This design comes from an exercise in tuning for small area on the open sky130 flow, not from production work.
Function was not checked in any run shown here: the RTL went through the layout flow alone.
Power figures rest on the tool's default switching activity, not on a simulated workload.

==> flow/design.v, too long to show whole: its modules and the start of the top module <==
// module perf_event_decode: 38 lines
// module perf_counter: 55 lines
// module perf_ha: 9 lines
// module perf_xor2: 7 lines
// module perf_ao22: 9 lines
// module perf_aoi222: 11 lines
// module perf_aoi22: 9 lines
// module perf_nand2: 7 lines
// module perf_nand4: 9 lines
// module perf_and4: 9 lines
// module perf_a21o: 8 lines
// module perf_csr_file: 311 lines
// module perf_monitor_top: 103 lines
module perf_monitor_top (
  input  logic                                clk_i,
  input  logic                                rst_ni,
  input  logic                                instr_ret_i,
  input  logic                                imiss_i,
  input  logic                                jump_i,
  input  logic                                branch_i,
  input  logic                                branch_taken_i,
  input  logic [perf_pkg::NUM_EXT_EVENTS-1:0] ext_event_i,
  input  logic                                data_req_i,
  input  logic                                data_gnt_i,
  input  logic                                data_we_i,
  input  logic                                csr_access_i,
  input  logic [csr_pkg::CSR_ADDR_W-1:0]      csr_addr_i,
  input  csr_pkg::csr_op_t                    csr_op_i,
  input  logic [31:0]                         csr_wdata_i,
  output logic [31:0]                         csr_rdata_o,
  output logic                                csr_illegal_o
);
  // ...
==> flow/run.sh <==
#!/bin/bash
# synth_recipe.tcl (not shown) runs the flow's synth.tcl, then flattens the netlist and writes it again
# the make line also repeats each setting of config.mk as NAME=value (left out here)
make -C /OpenROAD-flow-scripts/flow DESIGN_CONFIG=/design/flow/config.mk WORK_HOME=/design/flow/orfs CLKGATE_MAP_FILE= SYNTH_SCRIPT=/design/flow/synth_recipe.tcl finish
==> flow/config.mk <==
export PLATFORM = sky130hd
export DESIGN_NAME = perf_monitor_top
export DESIGN_NICKNAME = perf_monitor_top
export VERILOG_FILES = /design/flow/design.v
export SDC_FILE = /design/flow/constraint.sdc
export NUM_CORES = 4
export LEC_CHECK = 0
export CAP_MARGIN = 20
export CORE_MARGIN = 2
export CORE_UTILIZATION = 55
export SLEW_MARGIN = 20
export SYNTH_HIERARCHICAL = 1
==> flow/constraint.sdc <==
create_clock -name core_clock -period 8.0 [get_ports {clk_i}]
set_input_delay 1.6000 -clock core_clock [delete_from_list [all_inputs] [get_ports {clk_i}]]
set_output_delay 1.6000 -clock core_clock [all_outputs]
set_load 0.01 [all_outputs]
==> impl_metrics.json, run 1 <==
{
  "drt_wl_total_mm": 84.1,
  "clockPowerShare_pct": 41.4,
  "hold_path_class": "reg -> reg",
  "nClkBuffers": 75,
  "nonClockBufferCount": 157,
  "hold_end": "u_decode.inc_o[9]$_DFF_PN0_",
  "crit_path_frequent_cell": "clkdlybuf4s50_1",
  "drt_first_iter_violations": 2488,
  "pg_comb_uw": 522,
  "stdcell_count": 2689,
  "p_leak_nw": 15.3,
  "power_frac_seq_pct": 49.2,
  "status": "timing/DRC/antenna clean",
  "clock_power_mw": 2.29,
  "place_congestion": 0.935,
  "dieArea_um2": 46800,
  "setup_slack_ns": 0.755,
  "buf_share_pct": 5.05,
  "final_cell_mix": "dfrtp_1, a22o_1, ha_1",
  "r2r_slack_ns": 2.55,
  "p_per_area_nw_per_um2": 192,
  "syn_to_final_growth_pct": 15.9,
  "power.internal_mw": 4.09,
  "power_leader": "sequential cells",
  "io_buffers": 91,
  "multiInputGateArea_um2": 13200
}
==> run 2, diff against run 1 <==
==> flow/flow/run.sh (new file) <==
#!/bin/bash
# The standard layout, with plain minimum-size port buffers and a clock
# tree built from smaller buffers without dummy loads.
set -euo pipefail
export BUFFER_PORTS_ARGS="-buffer_cell sky130_fd_sc_hd__buf_1"
export CTS_ARGS="-sink_clustering_enable -repair_clock_nets -dont_use_dummy_load -buf_list {sky130_fd_sc_hd__clkbuf_4 sky130_fd_sc_hd__clkbuf_8}"
bash standard.sh > standard_make.log 2>&1
==> flow/standard.sh (new file) <==
#!/bin/bash
# synth_recipe.tcl (not shown) runs the flow's synth.tcl, then flattens the netlist and writes it again
# the make line also repeats each setting of config.mk as NAME=value (left out here)
make -C /OpenROAD-flow-scripts/flow DESIGN_CONFIG=/design/flow/config.mk WORK_HOME=/design/flow/orfs CLKGATE_MAP_FILE= SYNTH_SCRIPT=/design/flow/synth_recipe.tcl "${@:-finish}"
removed: flow/run.sh
==> impl_metrics.json, run 2 <==
{
  "status": "timing/DRC/antenna clean",
  "hold_path_class": "reg -> reg",
  "rsz0062_at_grt": "no",
  "fin_util_pct": 62.4,
  "place_congestion": 0.967,
  "clockRootBuffer": "clkbuf_8",
  "avgSynthCellArea_um2": 13.3,
  "largest_reg_flops": 320,
  "cp_max_fo": 10,
  "nFillCells": 3607,
  "p_per_area_nw_per_um2": 182,
  "synth_warnings": 10,
  "io_buffers": 91,
  "r2r-end": "u_mcycle.count_q[43]$_DFF_PN0_",
  "htreeDepth": 3,
  "cts_hold_buffers": 0,
  "crit_type": "in -> reg",
  "crit_path_frequent_cell": "ha_1",
  "r2r_slack_ns": 2.63,
  "cpMaxStageDelayCell": "nor3b_2",
  "hold_viol_final": 0,
  "viasPerCell": 7.34,
  "stdcell_count": 2677,
  "syn_area_um2": 24800,
  "maxCapViolCount": 0,
  "worstReg2RegStart": "u_mcycle.count_q[12]$_DFF_PN0_",
  "hpwlAfterDp_mm": 59.1,
  "ir_drop_uv": 128,
  "numClockSinks": 468,
  "rows": 77,
  "worst_pin_slew_ns": 1.13,
  "grt_pass1_vias": 20191,
  "hold_end": "u_decode.inc_o[0]$_DFF_PN0_",
  "finalSetupViolations": 0,
  "overflow": 0,
  "drc": 0,
  "startpoint_type": "primary input",
  "cts_buffers": 81,
  "fin_crit_sh_pct": 87.1,
  "finalCriticalPeriod_ns": 6.97,
  "reg_top3": "g_hpm.u_hpm.count_q x320, u_mcycle.count_q x64, u_minstret.count_q x64",
  "tns_ns": 0,
  "drive_above_1_share_pct": 10.4,
  "final_cell_mix": "dfrtp_1, a22o_1, ha_1",
  "finClkSkew_ns": 0.0490,
  "critPathMaxStageDelay_ns": 0.51,
  "r2r.worst_path.cells": 26,
  "ant_nets": 0,
  "regMostFlops": "g_hpm.u_hpm.count_q",
  "grt_max_degree": 158,
  "post_cts_resized": 0,
  "first_pass_iters": 9,
  "holdCritStartpoint": "u_csr.inhibit_q[0]$_DFFE_PN0P_",
  "vias": 19651,
  "clkTransAtPathRegs_ns": 0.06,
  "syn_to_final_growth_pct": 11.6,
  "arrival_ns": 7.51,
  "p_leak_nw": 14.8,
  "worstSkewPairLatency_ns": 0.67,
  "synth_nets": 2347,
  "antenna_found_initial": 0,
  "routedWlPerCell_um": 31.6,
  "start_util_pct": 55.9,
  "crit_path_end_kind": "flop",
  "pin_count": 92,
  "dp_cells": 2595,
  "post_cts_buffers": 0,
  "min_path_cells": 1,
  "drt_wl_total_mm": 84.6,
  "dieArea_um2": 46800,
  "drt_first_iter_violations": 2355,
  "cp.required_ns": 8.54,
  "die_height_um": 216,
  "max-slew-margin-rel_pct": 24.7,
  "tritoncts": "yes",
  "layout.nets": 2571,
  "final_common_cell": "dfrtp_1",
  "synth_cells": 1862,
  "core-area_um2": 44300,
  "grtUsageTotal_pct": 36.6,
  "grt_pass1_wl_mm": 128,
  "max_freq_mhz": 144,
  "cts_max_path_buffers": 3,
  "die_w_um": 216,
  "slew_violations": 0
}
## run 2: cell count changes in the layout (fill, tap and decap cells not counted), sizes merged
cell	previous run	this run
clkbuf	76	83
bufinv	2	0
inv	24	22
clkinvlp	2	0
buf	67	146
clkinv	4	1
clkdlybuf4s50	89	0
## run 2: layer usage
metal | global-route usage [%] | vias to the layer above | share of wire (%)
met1 | 49.3 | 10117 | 42
met5 | 0 | - | 0
li1 | - | 8333 | -
met2 | 58.2 | 982 | 46
met4 | 17.0 | 0 | 5.1
met3 | 6.25 | 219 | 7.5
## run 2: worst max-delay path, delay by kind of cell
kind,cells,cell delay [ns]
buf+inv,1,0.13
xor+xnor,1,0.16
fa+ha+maj,21,3.96
simple gates,6,1.46
compound gates,1,0.18
## run 2: worst max-delay path by stage
stage,end,startpoint,depth (start not counted)
after floorplan,u_mcycle.count_q[43]$_DFF_PN0_,csr_addr_i[5],29
after global placement,u_mcycle.count_q[43]$_DFF_PN0_,csr_addr_i[11],30
after detailed placement,u_mcycle.count_q[43]$_DFF_PN0_,csr_addr_i[11],30
after CTS,u_mcycle.count_q[43]$_DFF_PN0_,csr_addr_i[11],30
after global routing,u_mcycle.count_q[43]$_DFF_PN0_,csr_addr_i[11],30
final,u_mcycle.count_q[43]$_DFF_PN0_,csr_addr_i[11],30
## run 2: area by class of cell
class / count / area (µm²) / area share, %
Antenna cell: 1 / 2.50 / 0.00905
Clock buffer: 81 / 1110 / 4.03
Inverter: 23 / 86.3 / 0.312
Multi-Input combinational cell: 1364 / 13200 / 47.8
Sequential cell: 468 / 11700 / 42.4
Tap cell: 592 / 741 / 2.68
Timing Repair Buffer: 148 / 791 / 2.86
## run 2: report_power, final
| group | switching, mW | total (mW) | internal [mW] |
|---|---|---|---|
| Combinational | 0.282 | 0.514 | 0.232 |
| Sequential | 0.182 | 2.72 | 2.54 |
| Clock | 0.903 | 1.79 | 0.890 |
| Total | 1.37 | 5.03 | 3.66 |
## run 2: metrics by stage
step                      total power [mW]  setup WS (ns)  hold WS [ns]  cell area (µm²)
after global routing                  5.24          0.769         0.470            27600
after CTS                             5.04           1.14         0.439            27600
final                                 5.03           1.03         0.438            27700
after global placement                3.23          0.609         0.426            26500
after floorplan                       2.99           1.35         0.411            24800
after detailed placement              3.25          0.483         0.432            26500

==> separate check: timing with driven ports <==
No port has a modelled driver above. Below, the same layouts with a new extraction and two added sets of constraints. Step 1 sets driving cells, clkbuf_16 on the clock port and buf_2 on the other inputs (assumed; they add their load-dependent delay and slew). Step 2, shift: input delay + t, output delay - t, t = (earliest + latest rising clock arrival at the registers) / 2. This alone moves slack from input paths to output paths. a / b / c = ideal ports / drivers / drivers and shift; a / b = the first two.
run | t, ns | setup slack, ns | hold WS [ns] | latest minus earliest clock arrival (ns)
run 1 | 0.659 | 0.755 / 0.733 / 0.403 | 0.453 / 0.453 / 0.453 | 0.028 / 0.027
run 2 | 0.696 | 1.034 / 1.062 / 0.367 | 0.438 / 0.438 / 0.438 | 0.049 / 0.049
After both steps every run listed still meets setup and hold. For run 2, which loses most, drivers alone change the setup slack by +0.028 ns; drivers and shift together by -0.667 ns.
